From an optimization exercise on the open Yosys and OpenROAD flow, aimed at small area; shortcuts taken in it are not production practice.

==> run a: inputs <==
==> flow/design.v (excerpt) <==
module rob_top (
    input  logic                           clk,
    input  logic                           rst,
    input  logic                           dispatch_valid,
    input  logic [rob_pkg::XLEN-1:0]       dispatch_inst,
    input  logic [rob_pkg::XLEN-1:0]       dispatch_pc_rdata,
    input  logic [rob_pkg::XLEN-1:0]       dispatch_pc_wdata,
    input  logic [rob_pkg::ARCH_REG_W-1:0] dispatch_rd_addr,
    input  logic [rob_pkg::ARCH_REG_W-1:0] dispatch_rs1_addr,
    input  logic [rob_pkg::ARCH_REG_W-1:0] dispatch_rs2_addr,
    input  logic [rob_pkg::PHYS_REG_W-1:0] dispatch_pd,
    input  logic                           dispatch_regf_we,
    output logic                           dispatch_ready,
    output logic [rob_pkg::ROB_IDX_W-1:0]  dispatch_idx,
    input  logic                           alu_valid,
    input  logic [rob_pkg::ROB_IDX_W-1:0]  alu_idx,
    input  logic [rob_pkg::XLEN-1:0]       alu_rd_wdata,
    input  logic                           mem_valid,
    input  logic [rob_pkg::ROB_IDX_W-1:0]  mem_idx,
    input  logic [rob_pkg::XLEN-1:0]       mem_rd_wdata,
    input  logic                           br_valid,
    input  logic [rob_pkg::ROB_IDX_W-1:0]  br_idx,
    input  logic [rob_pkg::XLEN-1:0]       br_rd_wdata,
    input  logic                           br_taken,
    input  logic [rob_pkg::XLEN-1:0]       br_target,
    output logic                           commit_valid,
    output logic [rob_pkg::ORDER_W-1:0]    commit_order,
    output logic [rob_pkg::XLEN-1:0]       commit_inst,
    output logic [rob_pkg::XLEN-1:0]       commit_pc_rdata,
    output logic [rob_pkg::XLEN-1:0]       commit_pc_wdata,
    output logic [rob_pkg::ARCH_REG_W-1:0] commit_rd_addr,
    output logic [rob_pkg::ARCH_REG_W-1:0] commit_rs1_addr,
    output logic [rob_pkg::ARCH_REG_W-1:0] commit_rs2_addr,
    output logic [rob_pkg::PHYS_REG_W-1:0] commit_pd,
    output logic                           commit_regf_we,
    output logic [rob_pkg::XLEN-1:0]       commit_rd_wdata,
    output logic                           redirect_valid,
    output logic [rob_pkg::XLEN-1:0]       redirect_addr
);
Settings: LEC_CHECK=0, CAP_MARGIN=20, CORE_MARGIN=2, CORE_UTILIZATION=40, CTS_BUF_LIST=sky130_fd_sc_hd__clkbuf_16, CTS_CLUSTER_DIAMETER=100, CTS_CLUSTER_SIZE=25, PLACE_DENSITY=0.6, SLEW_MARGIN=20, SYNTH_HIERARCHICAL=1; clock period 7.0 ns.
run.sh (not shown) runs the stock make flow with config.mk's settings and CLKGATE_MAP_FILE= SYNTH_SCRIPT=/design/flow/synth_recipe.tcl, a recipe that flattens the netlist after the stock synthesis.
==> run b: changes against run a <==
--- a/flow/design.v
+++ b/flow/design.v
@@ -96,125 +96,14 @@
                 tail <= tail + 1'b1;
             end
         end
     end
 endmodule
 `timescale 1ns/100ps
 import rob_pkg::*;
-module rob_o22 (
-    input  logic a_n,
-    input  logic sa_n,
-    input  logic b_n,
-    input  logic sb_n,
-    output logic y
-);
-    assign y = ~((a_n | sa_n) & (b_n | sb_n));
-endmodule
-module rob_a222 (
-    input  logic a,
-    input  logic sa,
-    input  logic b,
-    input  logic sb,
-    input  logic c,
-    input  logic sc,
-    output logic y_n
-);
-    assign y_n = ~((a & sa) | (b & sb) | (c & sc));
-endmodule
-module rob_nor2 (
-    input  logic a,
-    input  logic b,
-    output logic y
-);
-    assign y = ~(a | b);
-endmodule
-module rob_nand2 (
-    input  logic a,
-    input  logic b,
-    output logic y
-);
-    assign y = ~(a & b);
-endmodule
-module rob_nand3 (
-    input  logic a,
-    input  logic b,
-    input  logic c,
-    output logic y
-);
-    assign y = ~(a & b & c);
-endmodule
-module rob_nand4 (
-    input  logic a,
-    input  logic b,
-    input  logic c,
-    input  logic d,
-    output logic y
-);
-    assign y = ~(a & b & c & d);
-endmodule
-module rob_nand4b (
-    input  logic a,
-    input  logic b,
-    input  logic c,
-    input  logic d,
-    output logic y
-);
-    assign y = ~(~a & b & c & d);
-endmodule
-module rob_rd16 (
-    input  logic [15:0] d,
-    input  logic [15:0] s,
-    output logic        y
-);
-    logic [5:0] n;
-    logic       x;
-    for (genvar k = 0; k < 5; k++) begin : g_n
-        rob_a222 u_a222 (
-            .a (d[3*k]),   .sa(s[3*k]),
-            .b (d[3*k+1]), .sb(s[3*k+1]),
-            .c (d[3*k+2]), .sc(s[3*k+2]),
-            .y_n(n[k])
-        );
-    end
-    rob_nand2  u_n5 (.a(d[15]), .b(s[15]), .y(n[5]));
-    rob_nand3  u_x  (.a(n[0]), .b(n[1]), .c(n[2]), .y(x));
-    rob_nand4b u_y  (.a(x), .b(n[3]), .c(n[4]), .d(n[5]), .y(y));
-endmodule
-module rob_rd16n (
-    input  logic [15:0] d_n,
-    input  logic [15:0] s_n,
-    output logic        y
-);
-    logic [7:0] p;
-    logic [3:0] q;
-    for (genvar k = 0; k < 8; k++) begin : g_p
-        rob_o22 u_o22 (
-            .a_n (d_n[2*k]),
-            .sa_n(s_n[2*k]),
-            .b_n (d_n[2*k+1]),
-            .sb_n(s_n[2*k+1]),
-            .y   (p[k])
-        );
-    end
-    for (genvar k = 0; k < 4; k++) begin : g_q
-        rob_nor2 u_nor2 (.a(p[2*k]), .b(p[2*k+1]), .y(q[k]));
-    end
-    rob_nand4 u_y (.a(q[0]), .b(q[1]), .c(q[2]), .d(q[3]), .y(y));
-endmodule
-module rob_res_d (
-    input  logic a,
-    input  logic sa,
-    input  logic m,
-    input  logic sm,
-    input  logic b,
-    input  logic sb,
-    output logic y_n
-);
-    assign y_n = ~((a & sa) | (m & sm) | (b & sb));
-endmodule
 module rob_entry_store (
     input  logic                clk,
     input  logic                rst,
     input  logic [rob_pkg::DISP_W-1:0]    new_fields,
     input  logic                alu_valid,
     input  logic [rob_pkg::ROB_IDX_W-1:0] alu_idx,
     input  logic [rob_pkg::XLEN-1:0]      alu_rd_wdata,
@@ -229,79 +118,60 @@
     input  logic [rob_pkg::ROB_IDX_W-1:0] head_idx,
     output logic [rob_pkg::DISP_W-1:0]    head_fields,
     output logic [rob_pkg::XLEN-1:0]      head_result,
     output logic                          head_done
 );
     logic [ROB_DEPTH-1:0][DISP_W-1:0] fields;
     logic [ROB_DEPTH-1:0][XLEN-1:0]   result_n;
-    logic [ROB_DEPTH-1:0][XLEN-1:0]   result_d_n;
     logic [ROB_DEPTH-1:0]             done;
     logic [ROB_DEPTH-1:0]             head_sel;
-    logic [ROB_DEPTH-1:0]             head_sel_n;
     logic [ROB_DEPTH-1:0]             alloc_sel;
     logic [ROB_DEPTH-1:0]             alu_sel;
     logic [ROB_DEPTH-1:0]             mem_sel;
     logic [ROB_DEPTH-1:0]             br_sel;
     logic [ROB_DEPTH-1:0]             comp_sel;
     always_comb begin
         for (int i = 0; i < ROB_DEPTH; i++) begin
-            alloc_sel[i]  = alloc && alloc_idx == ROB_IDX_W'(i);
-            alu_sel[i]    = alu_valid && alu_idx == ROB_IDX_W'(i);
-            mem_sel[i]    = mem_valid && mem_idx == ROB_IDX_W'(i);
-            br_sel[i]     = br_valid && br_idx == ROB_IDX_W'(i);
-            head_sel[i]   = head_idx == ROB_IDX_W'(i);
-            head_sel_n[i] = head_idx != ROB_IDX_W'(i);
+            alloc_sel[i] = alloc && alloc_idx == ROB_IDX_W'(i);
+            alu_sel[i]   = alu_valid && alu_idx == ROB_IDX_W'(i);
+            mem_sel[i]   = mem_valid && mem_idx == ROB_IDX_W'(i);
+            br_sel[i]    = br_valid && br_idx == ROB_IDX_W'(i);
+            head_sel[i]  = head_idx == ROB_IDX_W'(i);
         end
     end
     assign comp_sel = alu_sel | mem_sel | br_sel;
-    for (genvar i = 0; i < ROB_DEPTH; i++) begin : g_slot
-        for (genvar b = 0; b < XLEN; b++) begin : g_res
-            rob_res_d u_res_d (
-                .a  (alu_rd_wdata[b]),
-                .sa (alu_sel[i]),
-                .m  (mem_rd_wdata[b]),
-                .sm (mem_sel[i]),
-                .b  (br_rd_wdata[b]),
-                .sb (br_sel[i]),
-                .y_n(result_d_n[i][b])
-            );
-        end
-    end
     always_ff @(posedge clk) begin
         for (int i = 0; i < ROB_DEPTH; i++) begin
             if (alloc_sel[i]) begin
                 fields[i] <= new_fields;
             end
             if (comp_sel[i]) begin
-                result_n[i] <= result_d_n[i];
+                result_n[i] <= ~(({XLEN{alu_sel[i]}} & alu_rd_wdata)
+                               | ({XLEN{mem_sel[i]}} & mem_rd_wdata)
+                               | ({XLEN{br_sel[i]}}  & br_rd_wdata));
             end
         end
     end
     always_ff @(posedge clk) begin
         if (rst) begin
             done <= '0;
         end else begin
             done <= comp_sel | (done & ~alloc_sel);
         end
     end
-    for (genvar b = 0; b < DISP_W; b++) begin : g_rd_fields
-        logic [ROB_DEPTH-1:0] col;
-        for (genvar i = 0; i < ROB_DEPTH; i++) begin : g_col
-            assign col[i] = fields[i][b];
-        end
-        rob_rd16 u_rd (.d(col), .s(head_sel), .y(head_fields[b]));
-    end
-    for (genvar b = 0; b < XLEN; b++) begin : g_rd_result
-        logic [ROB_DEPTH-1:0] col_n;
-        for (genvar i = 0; i < ROB_DEPTH; i++) begin : g_col
-            assign col_n[i] = result_n[i][b];
+    always_comb begin
+        head_fields = '0;
+        head_result = '0;
+        head_done   = 1'b0;
+        for (int i = 0; i < ROB_DEPTH; i++) begin
+            head_fields = head_fields | ({DISP_W{head_sel[i]}} & fields[i]);
+            head_result = head_result | ({XLEN{head_sel[i]}} & ~result_n[i]);
+            head_done   = head_done   | (head_sel[i] & done[i]);
         end
-        rob_rd16n u_rd (.d_n(col_n), .s_n(head_sel_n), .y(head_result[b]));
     end
-    assign head_done = done[head_idx];
 endmodule
 `timescale 1ns/100ps
 import rob_pkg::*;
 module rob_commit (
     input  logic                           clk,
     input  logic                           rst,
     input  logic                           empty,
==> flow/config.mk (replaced) <==
export PLATFORM = sky130hd
export DESIGN_NAME = rob_top
export DESIGN_NICKNAME = rob_top
export VERILOG_FILES = /design/flow/design.v
export SDC_FILE = /design/flow/constraint.sdc
export NUM_CORES = 8
export LEC_CHECK = 0
export CAP_MARGIN = 20
export CORE_MARGIN = 2
export CORE_UTILIZATION = 65
export CTS_BUF_LIST = sky130_fd_sc_hd__clkbuf_8
export PLACE_DENSITY = 0.75
export SLEW_MARGIN = 20
==> run c: changes against run a <==
--- a/flow/design.v
+++ b/flow/design.v
@@ -66,15 +66,16 @@
     input  logic    dispatch_valid,
     output logic    dispatch_ready,
     input  logic    retire,
     input  logic    flush,
     output logic    alloc,
     output logic    empty,
     output logic [rob_pkg::ROB_IDX_W-1:0] alloc_idx,
-    output logic [rob_pkg::ROB_IDX_W-1:0] head_idx
+    output logic [rob_pkg::ROB_IDX_W-1:0] head_idx,
+    output logic [rob_pkg::ROB_DEPTH-1:0] head_sel
 );
     logic [ROB_PTR_W-1:0] head;
     logic [ROB_PTR_W-1:0] tail;
     logic [ROB_PTR_W-1:0] head_next;
     logic                 full;
     assign full  = (head[ROB_IDX_W-1:0] == tail[ROB_IDX_W-1:0])
                 && (head[ROB_IDX_W] != tail[ROB_IDX_W]);
@@ -82,14 +83,21 @@
     assign dispatch_ready = !full && !flush;
     assign alloc     = dispatch_valid && dispatch_ready;
     assign alloc_idx = tail[ROB_IDX_W-1:0];
     assign head_idx  = head[ROB_IDX_W-1:0];
     assign head_next = head + ROB_PTR_W'(retire);
     always_ff @(posedge clk) begin
         if (rst) begin
+            head_sel <= ROB_DEPTH'(1);
+        end else if (retire) begin
+            head_sel <= {head_sel[ROB_DEPTH-2:0], head_sel[ROB_DEPTH-1]};
+        end
+    end
+    always_ff @(posedge clk) begin
+        if (rst) begin
             head <= '0;
             tail <= '0;
         end else begin
             head <= head_next;
             if (flush) begin
                 tail <= head_next;
             end else if (alloc) begin
@@ -222,41 +230,39 @@
     input  logic [rob_pkg::ROB_IDX_W-1:0] mem_idx,
     input  logic [rob_pkg::XLEN-1:0]      mem_rd_wdata,
     input  logic                br_valid,
     input  logic [rob_pkg::ROB_IDX_W-1:0] br_idx,
     input  logic [rob_pkg::XLEN-1:0]      br_rd_wdata,
     input  logic                alloc,
     input  logic [rob_pkg::ROB_IDX_W-1:0] alloc_idx,
-    input  logic [rob_pkg::ROB_IDX_W-1:0] head_idx,
+    input  logic [rob_pkg::ROB_DEPTH-1:0] head_sel,
     output logic [rob_pkg::DISP_W-1:0]    head_fields,
     output logic [rob_pkg::XLEN-1:0]      head_result,
     output logic                          head_done
 );
     logic [ROB_DEPTH-1:0][DISP_W-1:0] fields;
     logic [ROB_DEPTH-1:0][XLEN-1:0]   result_n;
     logic [ROB_DEPTH-1:0][XLEN-1:0]   result_d_n;
     logic [ROB_DEPTH-1:0]             done;
-    logic [ROB_DEPTH-1:0]             head_sel;
     logic [ROB_DEPTH-1:0]             head_sel_n;
     logic [ROB_DEPTH-1:0]             alloc_sel;
     logic [ROB_DEPTH-1:0]             alu_sel;
     logic [ROB_DEPTH-1:0]             mem_sel;
     logic [ROB_DEPTH-1:0]             br_sel;
     logic [ROB_DEPTH-1:0]             comp_sel;
     always_comb begin
         for (int i = 0; i < ROB_DEPTH; i++) begin
             alloc_sel[i]  = alloc && alloc_idx == ROB_IDX_W'(i);
             alu_sel[i]    = alu_valid && alu_idx == ROB_IDX_W'(i);
             mem_sel[i]    = mem_valid && mem_idx == ROB_IDX_W'(i);
             br_sel[i]     = br_valid && br_idx == ROB_IDX_W'(i);
-            head_sel[i]   = head_idx == ROB_IDX_W'(i);
-            head_sel_n[i] = head_idx != ROB_IDX_W'(i);
         end
     end
-    assign comp_sel = alu_sel | mem_sel | br_sel;
+    assign comp_sel   = alu_sel | mem_sel | br_sel;
+    assign head_sel_n = ~head_sel;
     for (genvar i = 0; i < ROB_DEPTH; i++) begin : g_slot
         for (genvar b = 0; b < XLEN; b++) begin : g_res
             rob_res_d u_res_d (
                 .a  (alu_rd_wdata[b]),
                 .sa (alu_sel[i]),
                 .m  (mem_rd_wdata[b]),
                 .sm (mem_sel[i]),
@@ -293,15 +299,15 @@
     for (genvar b = 0; b < XLEN; b++) begin : g_rd_result
         logic [ROB_DEPTH-1:0] col_n;
         for (genvar i = 0; i < ROB_DEPTH; i++) begin : g_col
             assign col_n[i] = result_n[i][b];
         end
         rob_rd16n u_rd (.d_n(col_n), .s_n(head_sel_n), .y(head_result[b]));
     end
-    assign head_done = done[head_idx];
+    assign head_done = |(done & head_sel);
 endmodule
 `timescale 1ns/100ps
 import rob_pkg::*;
 module rob_commit (
     input  logic                           clk,
     input  logic                           rst,
     input  logic                           empty,
@@ -330,17 +336,19 @@
     output logic [rob_pkg::XLEN-1:0]       redirect_addr
 );
     logic [ORDER_W-1:0] order_q;
     logic                 tk_valid;
     logic [ROB_IDX_W-1:0] tk_idx;
     logic [XLEN-1:0]      tk_addr;
     logic                 tk_older;
+    logic                 tk_hit;
     logic [XLEN-1:0]      pc_wdata;
     assign retire = !empty && head_done;
-    assign flush  = retire && tk_valid && (tk_idx == head_idx);
+    assign tk_hit = tk_valid && (tk_idx == head_idx);
+    assign flush  = retire && tk_hit;
     assign tk_older = ROB_IDX_W'(br_idx - head_idx) < ROB_IDX_W'(tk_idx - head_idx);
     always_ff @(posedge clk) begin
         if (rst) begin
             tk_valid <= 1'b0;
         end else if (flush) begin
             tk_valid <= 1'b0;
         end else if (br_valid && br_taken && (!tk_valid || tk_older)) begin
@@ -354,15 +362,15 @@
         end
     end
     assign {commit_inst, commit_pc_rdata, pc_wdata,
             commit_rd_addr, commit_rs1_addr, commit_rs2_addr,
             commit_pd, commit_regf_we} = head_fields;
     assign commit_valid    = retire;
     assign commit_order    = order_q;
-    assign commit_pc_wdata = flush ? tk_addr : pc_wdata;
+    assign commit_pc_wdata = tk_hit ? tk_addr : pc_wdata;
     assign commit_rd_wdata = head_result;
     assign redirect_valid = flush;
     assign redirect_addr  = tk_addr;
     always_ff @(posedge clk) begin
         if (rst) begin
             order_q <= '0;
         end else if (retire) begin
@@ -415,14 +423,15 @@
     logic [DISP_W-1:0]    head_fields;
     logic [XLEN-1:0]      head_result;
     logic                 head_done;
     logic                 alloc;
     logic                 empty;
     logic [ROB_IDX_W-1:0] alloc_idx;
     logic [ROB_IDX_W-1:0] head_idx;
+    logic [ROB_DEPTH-1:0] head_sel;
     logic                 retire;
     logic                 flush;
     assign dispatch_idx = alloc_idx;
     rob_dispatch_decode u_decode (
         .inst     (dispatch_inst),
         .pc_rdata (dispatch_pc_rdata),
         .pc_wdata (dispatch_pc_wdata),
@@ -439,15 +448,16 @@
         .dispatch_valid (dispatch_valid),
         .dispatch_ready (dispatch_ready),
         .retire         (retire),
         .flush          (flush),
         .alloc          (alloc),
         .empty          (empty),
         .alloc_idx      (alloc_idx),
-        .head_idx       (head_idx)
+        .head_idx       (head_idx),
+        .head_sel       (head_sel)
     );
     rob_entry_store u_entry_store (
         .clk           (clk),
         .rst           (rst),
         .new_fields    (new_fields),
         .alu_valid     (alu_valid),
         .alu_idx       (alu_idx),
@@ -456,15 +466,15 @@
         .mem_idx       (mem_idx),
         .mem_rd_wdata  (mem_rd_wdata),
         .br_valid      (br_valid),
         .br_idx        (br_idx),
         .br_rd_wdata   (br_rd_wdata),
         .alloc         (alloc),
         .alloc_idx     (alloc_idx),
-        .head_idx      (head_idx),
+        .head_sel      (head_sel),
         .head_fields   (head_fields),
         .head_result   (head_result),
         .head_done     (head_done)
     );
     rob_commit u_commit (
         .clk             (clk),
         .rst             (rst),
==> key figures <==
Outcome
  – Outcome: finished clean

Floorplanning
  – Core area: 0.241 mm²
  – Die Span X: 496 µm

Placement
  – Placed Cells: between 8000 and 9000
  – Setup WS pre-CTS: about 1700 ps

Synthesis
  – Post-synthesis sequential area ratio: 77.7%
  – Synth Area in XOR/XNOR: less than 1%
  – Synth unique cells: 69

Finish
  – NonClk Buf Share: 6.09%
  – Antenna Cells: 22
-- figures above: run c

==> key figures <==
Placement
  – Setup WS pre-CTS: 1680 ps
  – Placed Cells: 8932

Finish
  – NonClk Buf Share: between 6 and 7%
  – Antenna Cells: 21

Floorplanning
  – Core area: 0.240 mm²

Synthesis
  – Synth unique cells: 58
  – Post-synthesis sequential area ratio: 77.8%

Outcome
  – Outcome: finished clean
-- figures above: run a

==> key figures <==
STA
  – Final setup fails: 1
  – Final worst slack: -143 ps

Floorplanning
  – Core area: 0.155 mm²

Outcome
  – Outcome: failed layout checks
  – Fail Reasons: setup timing

Synthesis
  – Synth unique cells: 77

Finish
  – NonClk Buf Share: 6.33%
-- figures above: run b

Function was not checked in any run of this note: the RTL went through the layout flow alone.

==> re-timing with driven ports <==
The results above use ideal ports. As a check the final layouts listed here were re-extracted and re-timed, cells and wires unchanged. Step 1, drivers: a clkbuf_16 drives clk and a buf_2 each remaining input, both assumed. Step 2 adds t to the input delays and takes it off the output delays; t is the mean of the earliest and latest rising clock arrival at the registers after step 1. Input paths then give back, and output paths get back, about the clock's delay inside the block. Three values: ideal ports, drivers, drivers and shift; two values: the first two.
run | t (ns) | slack for setup (ns) | worst slew at a driven data input, ns
run a | 0.922 | 0.907 / 0.818 / 1.740 | 0.22
run b | 1.158 | -0.143 / -0.232 / 0.926 | 0.31
run c | 0.911 | 1.464 / 1.371 / 1.542 | 0.25
